This is an optimization exercise on Yosys and OpenROAD, whose aim is small area, a short achievable clock period and few clock cycles, not a production implementation.
Where RTL was checked, it was by simulation tests only, not by an equivalence proof against the original.
The RTL of run 2 was laid out without a check of its function.

==> flow/design.v (outline; a module is shown in full before it is edited, if it fits) <==
// module segment_convex_polygon_hit: 739 lines
module segment_convex_polygon_hit #(
	parameter int MAX_VERTICES = scph_pkg::MAX_VERTICES_DEF
) (
	input  logic                          clk,
	input  logic                          arst_n,
	input  logic                          req_valid,
	output logic                          req_stall,
	input  scph_pkg::req_t                req,
	output logic                          rsp_valid,
	input  logic                          rsp_stall,
	output scph_pkg::rsp_t                rsp,
	input  logic                          cfg_valid,
	output logic                          cfg_ready,
	input  logic [scph_pkg::CFG_BITS-1:0] cfg_data
);
  // ...
==> flow/run.sh <==
#!/bin/bash
# synth_recipe.tcl (not shown) runs the flow's synth.tcl, then flattens the netlist and writes it again
# the make line also repeats each setting of config.mk as NAME=value (left out here)
make -C /OpenROAD-flow-scripts/flow DESIGN_CONFIG=/design/flow/config.mk WORK_HOME=/design/flow/orfs CLKGATE_MAP_FILE= SYNTH_SCRIPT=/design/flow/synth_recipe.tcl finish
==> flow/config.mk <==
export PLATFORM = sky130hd
export DESIGN_NAME = segment_convex_polygon_hit
export DESIGN_NICKNAME = segment_convex_polygon_hit
export VERILOG_FILES = /design/flow/design.v
export SDC_FILE = /design/flow/constraint.sdc
export NUM_CORES = 4
export LEC_CHECK = 0
export CAP_MARGIN = 20
export CORE_MARGIN = 2
export CORE_UTILIZATION = 55
export CTS_CLUSTER_DIAMETER = 100
export CTS_CLUSTER_SIZE = 28
export PLACE_DENSITY = 0.65
export SETUP_SLACK_MARGIN = 4.2
export SLEW_MARGIN = 20
export TNS_END_PERCENT = 0
==> flow/constraint.sdc <==
create_clock -name core_clock -period 7.5 [get_ports {clk}]
set_input_delay 1.5000 -clock core_clock [delete_from_list [all_inputs] [get_ports {clk}]]
set_output_delay 1.5000 -clock core_clock [all_outputs]
set_load 0.01 [all_outputs]
==> results.txt, run 1 <==
RSZ-0062 raised after global routing=true; #FFs+latches synth=2242; worst-case clock buffer depth=3; Finished Layout Cells=15111; met3 Track Usage GR=10.64%; outcome=timing/DRC/antenna clean; crit end category=flip-flop; buffer share of cell area=2.136%; CTS tree=done; crit path DAT=4170 ps; Final Max Tran Viols=0; Max-slew headroom=20.79%; WL met2=182700 µm; simple-gate share of the synthesized area=5.972%; clock buffers=approximately 150; register area=52970 µm²; Mapped Nets=14397; Post-Route Setup TNS=0 ps; met3 wire length=51220 µm; largest class=multi-input gates; number of buffers created by CTS=110; register share of the cell area=37.21%; busiest grt layer=met2; register area share after synthesis=between 30% and 40%; Primary FF master, synth=dfxtp_1; ANT nets after route=0; Adder-Cell Fraction of Synth Area=between 20% and 30%; mux cell area share after synthesis=less than 1%; launching point of the worst reg2reg path=mdyd[10]
Testbench counts, summed over its fixed seeds: cycles 21,114.
==> run 2: changes to the inputs <==
--- a/flow/design.v
+++ b/flow/design.v
@@ -58,17 +58,17 @@
 	output logic                          cfg_ready,
 	input  logic [scph_pkg::CFG_BITS-1:0] cfg_data
 );
 	localparam int CB    = scph_pkg::COORD_BITS;
 	localparam int WB    = CB + 1;           
 	localparam int SB    = 2 * WB + 1;       
 	localparam int UB    = CB + WB;          
 	localparam int EB    = SB + 1;           
-	localparam int DEPTH = 10;               
+	localparam int DEPTH = 9;                
 	function automatic logic [17:0] brow(input logic [16:0] x, input logic one, input logic two,
 	                                     input logic neg);
 		logic [17:0] m;
 		case ({one, two})
 			2'b10:   m = {x[16], x};
 			2'b01:   m = {x, 1'b0};
 			default: m = 18'd0;
 		endcase
@@ -414,112 +414,103 @@
 	logic [32:0] m_uO0, m_uO1, m_uO2, m_uO3, m_uO4, m_uO5;
 	assign m_uO0 = uOd_t_l3_0;
 	assign m_uO1 = uOd_t_l3_1;
 	assign m_uO2 = uOd_t_l3_2;
 	assign m_uO3 = uOd_t_l3_3;
 	assign m_uO4 = uOd_t_l2_6;
 	assign m_uO5 = uOd_t_l2_7;
 	logic                 p_q, p_first, p_av, p_awrap, p_bwrap, p_rv, p_rq, p_n3;
-	logic                 c1_q, c1_first, c1_av, c1_awrap, c1_bwrap, c1_rv, c1_rq, c1_n3;
-	logic [34:0] p_sA0, p_sA1, p_sA2, p_sA3, p_sA4, p_sA5, c1_sA0, c1_sA1, c1_sAx, c1_sAc;
+	logic [34:0] p_sA0, p_sA1, p_sA2, p_sA3, p_sA4, p_sA5, c1_sAx, c1_sAc;
 	logic signed [34:0] c1_sA;
+	always_ff @(posedge clk) begin
+		p_sA0 <= m_sA0;
+		p_sA1 <= m_sA1;
+		p_sA2 <= m_sA2;
+		p_sA3 <= m_sA3;
+		p_sA4 <= m_sA4;
+		p_sA5 <= m_sA5;
+	end
 	logic [34:0] p_sAt_l1_0, p_sAt_l1_1, p_sAt_l1_2, p_sAt_l1_3, p_sAt_l2_0, p_sAt_l2_1, p_sAt_l3_0, p_sAt_l3_1;
 	assign p_sAt_l1_0 = p_sA0 ^ p_sA1 ^ p_sA2;
 	assign p_sAt_l1_1 = ((p_sA0 & p_sA1) | (p_sA0 & p_sA2) | (p_sA1 & p_sA2)) << 1;
 	assign p_sAt_l1_2 = p_sA3 ^ p_sA4 ^ p_sA5;
 	assign p_sAt_l1_3 = ((p_sA3 & p_sA4) | (p_sA3 & p_sA5) | (p_sA4 & p_sA5)) << 1;
 	assign p_sAt_l2_0 = p_sAt_l1_0 ^ p_sAt_l1_1 ^ p_sAt_l1_2;
 	assign p_sAt_l2_1 = ((p_sAt_l1_0 & p_sAt_l1_1) | (p_sAt_l1_0 & p_sAt_l1_2) | (p_sAt_l1_1 & p_sAt_l1_2)) << 1;
 	assign p_sAt_l3_0 = p_sAt_l2_0 ^ p_sAt_l2_1 ^ p_sAt_l1_3;
 	assign p_sAt_l3_1 = ((p_sAt_l2_0 & p_sAt_l2_1) | (p_sAt_l2_0 & p_sAt_l1_3) | (p_sAt_l2_1 & p_sAt_l1_3)) << 1;
-	always_ff @(posedge clk) begin
-		p_sA0 <= m_sA0;
-		p_sA1 <= m_sA1;
-		p_sA2 <= m_sA2;
-		p_sA3 <= m_sA3;
-		p_sA4 <= m_sA4;
-		p_sA5 <= m_sA5;
-		c1_sA0 <= p_sAt_l3_0;
-		c1_sA1 <= p_sAt_l3_1;
-	end
-	assign c1_sAx = c1_sA0;
-	assign c1_sAc = c1_sA1;
+	assign c1_sAx = p_sAt_l3_0;
+	assign c1_sAc = p_sAt_l3_1;
 	assign c1_sA = c1_sAx + c1_sAc;
-	logic [34:0] p_sB0, p_sB1, p_sB2, p_sB3, p_sB4, p_sB5, c1_sB0, c1_sB1, c1_sBx, c1_sBc;
+	logic [34:0] p_sB0, p_sB1, p_sB2, p_sB3, p_sB4, p_sB5, c1_sBx, c1_sBc;
 	logic signed [34:0] c1_sB;
+	always_ff @(posedge clk) begin
+		p_sB0 <= m_sB0;
+		p_sB1 <= m_sB1;
+		p_sB2 <= m_sB2;
+		p_sB3 <= m_sB3;
+		p_sB4 <= m_sB4;
+		p_sB5 <= m_sB5;
+	end
 	logic [34:0] p_sBt_l1_0, p_sBt_l1_1, p_sBt_l1_2, p_sBt_l1_3, p_sBt_l2_0, p_sBt_l2_1, p_sBt_l3_0, p_sBt_l3_1;
 	assign p_sBt_l1_0 = p_sB0 ^ p_sB1 ^ p_sB2;
 	assign p_sBt_l1_1 = ((p_sB0 & p_sB1) | (p_sB0 & p_sB2) | (p_sB1 & p_sB2)) << 1;
 	assign p_sBt_l1_2 = p_sB3 ^ p_sB4 ^ p_sB5;
 	assign p_sBt_l1_3 = ((p_sB3 & p_sB4) | (p_sB3 & p_sB5) | (p_sB4 & p_sB5)) << 1;
 	assign p_sBt_l2_0 = p_sBt_l1_0 ^ p_sBt_l1_1 ^ p_sBt_l1_2;
 	assign p_sBt_l2_1 = ((p_sBt_l1_0 & p_sBt_l1_1) | (p_sBt_l1_0 & p_sBt_l1_2) | (p_sBt_l1_1 & p_sBt_l1_2)) << 1;
 	assign p_sBt_l3_0 = p_sBt_l2_0 ^ p_sBt_l2_1 ^ p_sBt_l1_3;
 	assign p_sBt_l3_1 = ((p_sBt_l2_0 & p_sBt_l2_1) | (p_sBt_l2_0 & p_sBt_l1_3) | (p_sBt_l2_1 & p_sBt_l1_3)) << 1;
-	always_ff @(posedge clk) begin
-		p_sB0 <= m_sB0;
-		p_sB1 <= m_sB1;
-		p_sB2 <= m_sB2;
-		p_sB3 <= m_sB3;
-		p_sB4 <= m_sB4;
-		p_sB5 <= m_sB5;
-		c1_sB0 <= p_sBt_l3_0;
-		c1_sB1 <= p_sBt_l3_1;
-	end
-	assign c1_sBx = c1_sB0;
-	assign c1_sBc = c1_sB1;
+	assign c1_sBx = p_sBt_l3_0;
+	assign c1_sBc = p_sBt_l3_1;
 	assign c1_sB = c1_sBx + c1_sBc;
-	logic [32:0] p_uE0, p_uE1, p_uE2, p_uE3, p_uE4, p_uE5, c1_uE0, c1_uE1, c1_uEx, c1_uEc;
+	logic [32:0] p_uE0, p_uE1, p_uE2, p_uE3, p_uE4, p_uE5, c1_uEx, c1_uEc;
 	logic signed [32:0] c1_uE;
+	always_ff @(posedge clk) begin
+		p_uE0 <= m_uE0;
+		p_uE1 <= m_uE1;
+		p_uE2 <= m_uE2;
+		p_uE3 <= m_uE3;
+		p_uE4 <= m_uE4;
+		p_uE5 <= m_uE5;
+	end
 	logic [32:0] p_uEt_l1_0, p_uEt_l1_1, p_uEt_l1_2, p_uEt_l1_3, p_uEt_l2_0, p_uEt_l2_1, p_uEt_l3_0, p_uEt_l3_1;
 	assign p_uEt_l1_0 = p_uE0 ^ p_uE1 ^ p_uE2;
 	assign p_uEt_l1_1 = ((p_uE0 & p_uE1) | (p_uE0 & p_uE2) | (p_uE1 & p_uE2)) << 1;
 	assign p_uEt_l1_2 = p_uE3 ^ p_uE4 ^ p_uE5;
 	assign p_uEt_l1_3 = ((p_uE3 & p_uE4) | (p_uE3 & p_uE5) | (p_uE4 & p_uE5)) << 1;
 	assign p_uEt_l2_0 = p_uEt_l1_0 ^ p_uEt_l1_1 ^ p_uEt_l1_2;
 	assign p_uEt_l2_1 = ((p_uEt_l1_0 & p_uEt_l1_1) | (p_uEt_l1_0 & p_uEt_l1_2) | (p_uEt_l1_1 & p_uEt_l1_2)) << 1;
 	assign p_uEt_l3_0 = p_uEt_l2_0 ^ p_uEt_l2_1 ^ p_uEt_l1_3;
 	assign p_uEt_l3_1 = ((p_uEt_l2_0 & p_uEt_l2_1) | (p_uEt_l2_0 & p_uEt_l1_3) | (p_uEt_l2_1 & p_uEt_l1_3)) << 1;
-	always_ff @(posedge clk) begin
-		p_uE0 <= m_uE0;
-		p_uE1 <= m_uE1;
-		p_uE2 <= m_uE2;
-		p_uE3 <= m_uE3;
-		p_uE4 <= m_uE4;
-		p_uE5 <= m_uE5;
-		c1_uE0 <= p_uEt_l3_0;
-		c1_uE1 <= p_uEt_l3_1;
-	end
-	assign c1_uEx = c1_uE0;
-	assign c1_uEc = c1_uE1;
+	assign c1_uEx = p_uEt_l3_0;
+	assign c1_uEc = p_uEt_l3_1;
 	assign c1_uE = c1_uEx + c1_uEc;
-	logic [32:0] p_uO0, p_uO1, p_uO2, p_uO3, p_uO4, p_uO5, c1_uO0, c1_uO1, c1_uOx, c1_uOc;
+	logic [32:0] p_uO0, p_uO1, p_uO2, p_uO3, p_uO4, p_uO5, c1_uOx, c1_uOc;
 	logic signed [32:0] c1_uO;
+	always_ff @(posedge clk) begin
+		p_uO0 <= m_uO0;
+		p_uO1 <= m_uO1;
+		p_uO2 <= m_uO2;
+		p_uO3 <= m_uO3;
+		p_uO4 <= m_uO4;
+		p_uO5 <= m_uO5;
+	end
 	logic [32:0] p_uOt_l1_0, p_uOt_l1_1, p_uOt_l1_2, p_uOt_l1_3, p_uOt_l2_0, p_uOt_l2_1, p_uOt_l3_0, p_uOt_l3_1;
 	assign p_uOt_l1_0 = p_uO0 ^ p_uO1 ^ p_uO2;
 	assign p_uOt_l1_1 = ((p_uO0 & p_uO1) | (p_uO0 & p_uO2) | (p_uO1 & p_uO2)) << 1;
 	assign p_uOt_l1_2 = p_uO3 ^ p_uO4 ^ p_uO5;
 	assign p_uOt_l1_3 = ((p_uO3 & p_uO4) | (p_uO3 & p_uO5) | (p_uO4 & p_uO5)) << 1;
 	assign p_uOt_l2_0 = p_uOt_l1_0 ^ p_uOt_l1_1 ^ p_uOt_l1_2;
 	assign p_uOt_l2_1 = ((p_uOt_l1_0 & p_uOt_l1_1) | (p_uOt_l1_0 & p_uOt_l1_2) | (p_uOt_l1_1 & p_uOt_l1_2)) << 1;
 	assign p_uOt_l3_0 = p_uOt_l2_0 ^ p_uOt_l2_1 ^ p_uOt_l1_3;
 	assign p_uOt_l3_1 = ((p_uOt_l2_0 & p_uOt_l2_1) | (p_uOt_l2_0 & p_uOt_l1_3) | (p_uOt_l2_1 & p_uOt_l1_3)) << 1;
-	always_ff @(posedge clk) begin
-		p_uO0 <= m_uO0;
-		p_uO1 <= m_uO1;
-		p_uO2 <= m_uO2;
-		p_uO3 <= m_uO3;
-		p_uO4 <= m_uO4;
-		p_uO5 <= m_uO5;
-		c1_uO0 <= p_uOt_l3_0;
-		c1_uO1 <= p_uOt_l3_1;
-	end
-	assign c1_uOx = c1_uO0;
-	assign c1_uOc = c1_uO1;
+	assign c1_uOx = p_uOt_l3_0;
+	assign c1_uOc = p_uOt_l3_1;
 	assign c1_uO = c1_uOx + c1_uOc;
 	logic                 c2_q, c2_first, c2_av, c2_awrap, c2_bwrap, c2_rv, c2_rq, c2_n3;
 	logic signed [SB-2:0] c2_sA, c2_sB;
 	logic signed [UB-1:0] c2_uE, c2_uO, c2_uOp, c2_uH;
 	logic                 c2_sAneg, c2_sAzero, c2_sBneg, c2_sBzero;
 	logic                 c2_uEneg, c2_uEzero, c2_uOneg, c2_uOzero;
 	logic                 c2_uOpneg, c2_uOpzero, c2_uHneg, c2_uHzero;
 	logic                 out_o_q, out_e_q, hit_q;
@@ -668,24 +659,16 @@
 			m_first    <= 1'b0;
 			m_last     <= 1'b0;
 			m_odd      <= 1'b0;
 			m_n3       <= 1'b0;
 			m_wrapa    <= 1'b0;
 			r_v        <= 1'b0;
 			r_q        <= 1'b0;
 			r_n3       <= 1'b0;
-			c1_q       <= 1'b0;
-			c1_first   <= 1'b0;
-			c1_av      <= 1'b0;
-			c1_awrap   <= 1'b0;
-			c1_bwrap   <= 1'b0;
-			c1_rv      <= 1'b0;
-			c1_rq      <= 1'b0;
-			c1_n3      <= 1'b0;
 			c2_q       <= 1'b0;
 			c2_first   <= 1'b0;
 			c2_av      <= 1'b0;
 			c2_awrap   <= 1'b0;
 			c2_bwrap   <= 1'b0;
 			c2_rv      <= 1'b0;
 			c2_rq      <= 1'b0;
 			c2_n3      <= 1'b0;
@@ -739,32 +722,24 @@
 			p_q      <= m_q;
 			p_first  <= m_first;
 			p_av     <= (m_q && !m_first) || m_wrapa;
 			p_awrap  <= m_wrapa;
 			p_bwrap  <= m_q && m_last && m_odd;
 			p_rv     <= r_v;
 			p_rq     <= r_q;
 			p_n3     <= r_n3;
-			c1_q     <= p_q;
-			c1_first <= p_first;
-			c1_av    <= p_av;
-			c1_awrap <= p_awrap;
-			c1_bwrap <= p_bwrap;
-			c1_rv    <= p_rv;
-			c1_rq    <= p_rq;
-			c1_n3    <= p_n3;
-			c2_q     <= c1_q;
-			c2_first <= c1_first;
-			c2_av    <= c1_av;
-			c2_awrap <= c1_awrap;
-			c2_bwrap <= c1_bwrap;
-			c2_rv    <= c1_rv;
-			c2_rq    <= c1_rq;
-			c2_n3    <= c1_n3;
+			c2_q     <= p_q;
+			c2_first <= p_first;
+			c2_av    <= p_av;
+			c2_awrap <= p_awrap;
+			c2_bwrap <= p_bwrap;
+			c2_rv    <= p_rv;
+			c2_rq    <= p_rq;
+			c2_n3    <= p_n3;
 			c3_q     <= c2_q;
 			c3_first <= c2_first;
 			c3_av    <= c2_av;
 			c3_awrap <= c2_awrap;
 			c3_rv    <= c2_rv;
 			c3_rq    <= c2_rq;
 			c3_n3    <= c2_n3;
 			if (c3_q && c3_first) begin
==> flow/config.mk (replaced) <==
export PLATFORM = sky130hd
export DESIGN_NAME = segment_convex_polygon_hit
export DESIGN_NICKNAME = segment_convex_polygon_hit
export VERILOG_FILES = /design/flow/design.v
export SDC_FILE = /design/flow/constraint.sdc
export NUM_CORES = 4
export LEC_CHECK = 0
export CAP_MARGIN = 20
export CORE_MARGIN = 2
export CORE_UTILIZATION = 55
export CTS_CLUSTER_DIAMETER = 90
export CTS_CLUSTER_SIZE = 24
export PLACE_DENSITY = 0.65
export SETUP_SLACK_MARGIN = 4.2
export SLEW_MARGIN = 20
export TNS_END_PERCENT = 5
==> run 2 against run 1 <==
Still clean. Sequential share of layout area fell by 2.8 points. Critical endpoint is now c2_uE[30]. Utilization is 0.90 points higher. Wire length fell by 3.4%. Final area down 2.7%. Maximum frequency decreased by 21%. Synthesized cell count down 2.2%. Hold slack improved by 28 ps. Via count decreased by 1.3%. First-iteration DRC count shrank 6.6%. Critical path type unchanged.
==> results.txt, run 2 <==
outcome=timing/DRC/antenna clean (unchanged); Max Fanout on Critical Path=3 (was 34); vias in the first global route=88531 (was 90840); number of buffers created by CTS=110 (unchanged); Synth warnings=2 (unchanged); Post-Syn Area per Cell=10.76 µm² (was 10.97 µm²); IO Count=84 (unchanged); CP max-delay cell=fa_1 (unchanged); worst-case clock buffer depth=3 (unchanged); routed vias=88714 (was 89844); Post-Syn Area=128400 µm² (was 133700 µm²); Root Buffer=clkbuf_16 (unchanged); Req. time, crit path=8250 ps (was 8210 ps); H-Tree Depth=3 (unchanged); most common cell after layout, fill and taps aside=inv_1 (unchanged); Max-slew headroom=12.41% (was 20.79%); Final Max Tran Viols=0 (unchanged); Overflow after GRT=0 (unchanged); Crit path buffers/inverters=2 (was 3); CP Cell Sequence=fa_1 > fa_1 > inv_1 > fa_1 > inv_2 > ha_4 > a211oi_2 > nor2_2 > o41ai_2 > o21ai_1 > or4_4 > a311oi_4 > o21bai_1 > a21oi_1 > xnor2_1 (was ha_4 > buf_4 > nor2_1 > xnor2_1 > fa_1 > inv_1 > fa_1 > inv_1 > fa_1); Synth-to-Final Area Change=7.835% (was 6.442%); # setup viols final=0 (unchanged); top-area cell type share of the netlist area=17.84% (was 20.84%); initial antenna violation count=31 (was 34); fill count=19100 (was 20007); Num Clock Sinks=1974 (was 2242); FMAX=229.4 MHz (was 288.8 MHz); Final HPWL DP=297600 µm (was 310600 µm); largest area contributor in the netlist=fa_1 (was dfxtp_1); critical setup path kind=reg2reg (unchanged); CORE AREA=232300 µm² (was 242500 µm²); crit path DAT=5110 ps (was 4170 ps); share of layout cells above drive strength 1=7.900% (was 5.735%); Die Footprint=237300 µm² (was 247100 µm²); router iterations before antenna repair=7 (was 10); startpoint types=flip-flop (unchanged); CTS clk-pin slew, worst paths=100 ps (was 120 ps); drt first-iter violations=9825 (was 10517); synth top area cells=fa_1 (18%), dfxtp_1 (18%), edfxtp_1 (18%), ha_1 (9.6%), a22oi_1 (7.5%) (was dfxtp_1 (21%), fa_1 (17%), edfxtp_1 (17%), ha_1 (9.2%), xnor2_1 (7.3%)); largest register by flop count=mem (unchanged); CTS tree=done (unchanged); Layout Nets=13782 (was 13952); Worst-Margin Slew=1308 ps (was 1187 ps); Util after Layout=59.59% (was 58.68%); most common cell in the netlist=inv_1 (unchanged); DRC=0 (unchanged); synth cell count leaders=inv_1 (1617), a22oi_1 (1285), fa_1 (1144) (was inv_1 (1552), dfxtp_1 (1392), a22oi_1 (1284)); synth unique cells=81 (was 84); hold buffer count at CTS=0 (unchanged); Adder-Cell Fraction of Synth Area=27.40% (was 26.31%); ANT nets after route=0 (unchanged); Synth Area in XOR/XNOR=10.62% (was 10.21%); RSZ-0062 raised after global routing=true (unchanged); worst-skew pair later-pin latency=830 ps (was 840 ps); Total GRT Usage=34.24% (was 34.23%); commonest non-fill, non-tap cells in the layout=inv_1 (1603), a22oi_1 (1269), fa_1 (1126) (was inv_1 (1551), dfxtp_1 (1361), a22oi_1 (1279)); Critical Path Most Common Cell=fa_1 (unchanged); drt via density=6.024 (was 5.946); Compound-Gate Fraction of Synth Area=10.72% (was 10.33%); placement row count=177 (was 181); clk_skew=43.14 ps (was 63.10 ps); max reg flops=512 (unchanged); post-DR wirelength/cell=28.35 µm (was 28.59 µm); Mapped Nets=14133 (was 14397); maximum capacitance violations=0 (unchanged); CP top delay family=adder cells (unchanged); largest net degree at the start of global routing=67 (was 60); Async S/R FF share, synth=4.407% (was 4.326%); shortest period the worst path allows=4359 ps (was 3463 ps); register area share after synthesis=36.98% (was 39.56%); Die H=487.1 µm (was 497.1 µm); Primary FF master, synth=dfxtp_1 (unchanged); number of synthesized flops with an enable pin=751 (was 753); Die X=487.1 µm (was 497.1 µm); global-route wire length before repair=595600 µm (was 621500 µm); Hold WC Path Type=reg2reg (unchanged); Post-Route Setup TNS=0 ps (unchanged); IO Port Bufs=82 (unchanged); mux cell area share after synthesis=0.8070% (was 0.7710%); period utilization=58.12% (was 46.17%); Post-Route WL=417500 µm (was 432100 µm); DP Worst Slack=2893 ps (was 3229 ps); Final Hold Viols=0 (unchanged); crit end category=flip-flop (unchanged); Crit path largest cell delay=540 ps (was 610 ps); effective utilization at floorplan=55.26% (was 55.13%); simple-gate share of the synthesized area=6.192% (was 5.972%); #FFs+latches synth=1974 (was 2242); Placed Instances=14358 (was 14778); Post-Syn Instances=11929 (was 12193); final setup margin=3141 ps (was 4037 ps); largest family of logic cells by synthesized area=adder cells (unchanged); routability cong.=0.9800 (was 0.9577); Finished Layout Cells=14727 (was 15111)
-- run 2: kinds of logic (layout without fill, tap and decap cells) --
| logic type | count (synthesis) | count (layout) |
|---|---|---|
| other | 1 | 14 |
| XOR/XNOR | 1557 | 1557 |
| buffers and inverters | 2484 | 2225 |
| AO/OA/AOI/OAI | 1930 | 1930 |
| adder cells (fa/ha/maj) | 2125 | 2125 |
| multiplexers | 95 | 95 |
| AND/OR/NAND/NOR | 1763 | 1764 |
| flip-flops | 1974 | 1974 |
-- run 2: final cells by class --
type | instances | area, µm² | area share [%]
multi-input cells | 7472 | 73370 | 53.00
flip-flops and latches | 1974 | 47570 | 34.36
inverters | 1632 | 6126 | 4.425
repair buffers | 388 | 3830 | 2.767
well taps | 3043 | 3807 | 2.750
clock buffers | 159 | 2999 | 2.167
clock inverters | 46 | 693.2 | 0.5007
diodes | 13 | 32.53 | 0.02350
-- run 2: repair_timing --
item	4_1_cts	5_1_grt
setup endpoints to repair	404	489
gates resized for setup	166	236
hold endpoints to repair	0	0
cloned	0	14
pin swaps	71	118
setup buffers	40	95
-- run 2: final timing paths --
kind | startpoint | to | slack, ps | depth (start not counted)
max | p_uE0[15] | c2_uE[30] | 3140 | 15
min | p_bwrap | c2_bwrap | 350 | 0
max reg2reg | p_uE0[15] | c2_uE[30] | 3140 | 15
min reg2reg | p_bwrap | c2_bwrap | 350 | 0
max in group asynchronous | arst_n | c3_awrap | 5650 | 2
min in group asynchronous | arst_n | vcount_q[3] | 660 | 1
-- run 2: layer usage --
layer	part of all wire, %	track usage [%]
met5	0.040	0
met4	6.2	16.91
met3	9.7	7.998
met2	45	53.09
met1	39	45.17
-- run 2: per-stage QoR --
step	area, µm²	hold slack [ps]
finish	138400	354.0
global route	138400	363.0
CTS	136200	355.5
detailed placement	131400	334.7
global placement	131400	333.2
floorplan	128600	325.7
-- run 2: worst reg2reg max path: stages (launching register included) --
cell and delay (ps):
dfxtp_2 330, fa_1 540, fa_1 520, inv_1 60, fa_1 520, inv_2 60, ha_4 240, a211oi_2 200
nor2_2 90, o41ai_2 280, o21ai_1 140, or4_4 520, a311oi_4 320, o21bai_1 100, a21oi_1 190, xnor2_1 140

[static timing again, ports no longer ideal]
How much do the figures lean on ideal ports? The routed layouts below were timed once more, with nothing changed but the port constraints. Step 1, drivers: a clkbuf_16 drives clk and a buf_2 each remaining input, both assumed. Step 2, shift: input delay + t, output delay - t, t = (earliest + latest rising clock arrival at the registers) / 2. This alone moves slack from input paths to output paths. a / b / c = ideal ports / drivers / drivers and shift; a / b = the first two.
run	t, ns	setup slack, ns	hold slack, ns
run 1	0.912	4.037 / 4.037 / 3.766	0.326 / 0.326 / 0.326
run 2	0.903	3.141 / 3.141 / 3.141	0.354 / 0.354 / 0.354
After both steps every run listed still meets setup and hold. The setup slack of run 1, which loses most, moves by 0.000 ns with the drivers and by -0.271 ns with both steps.
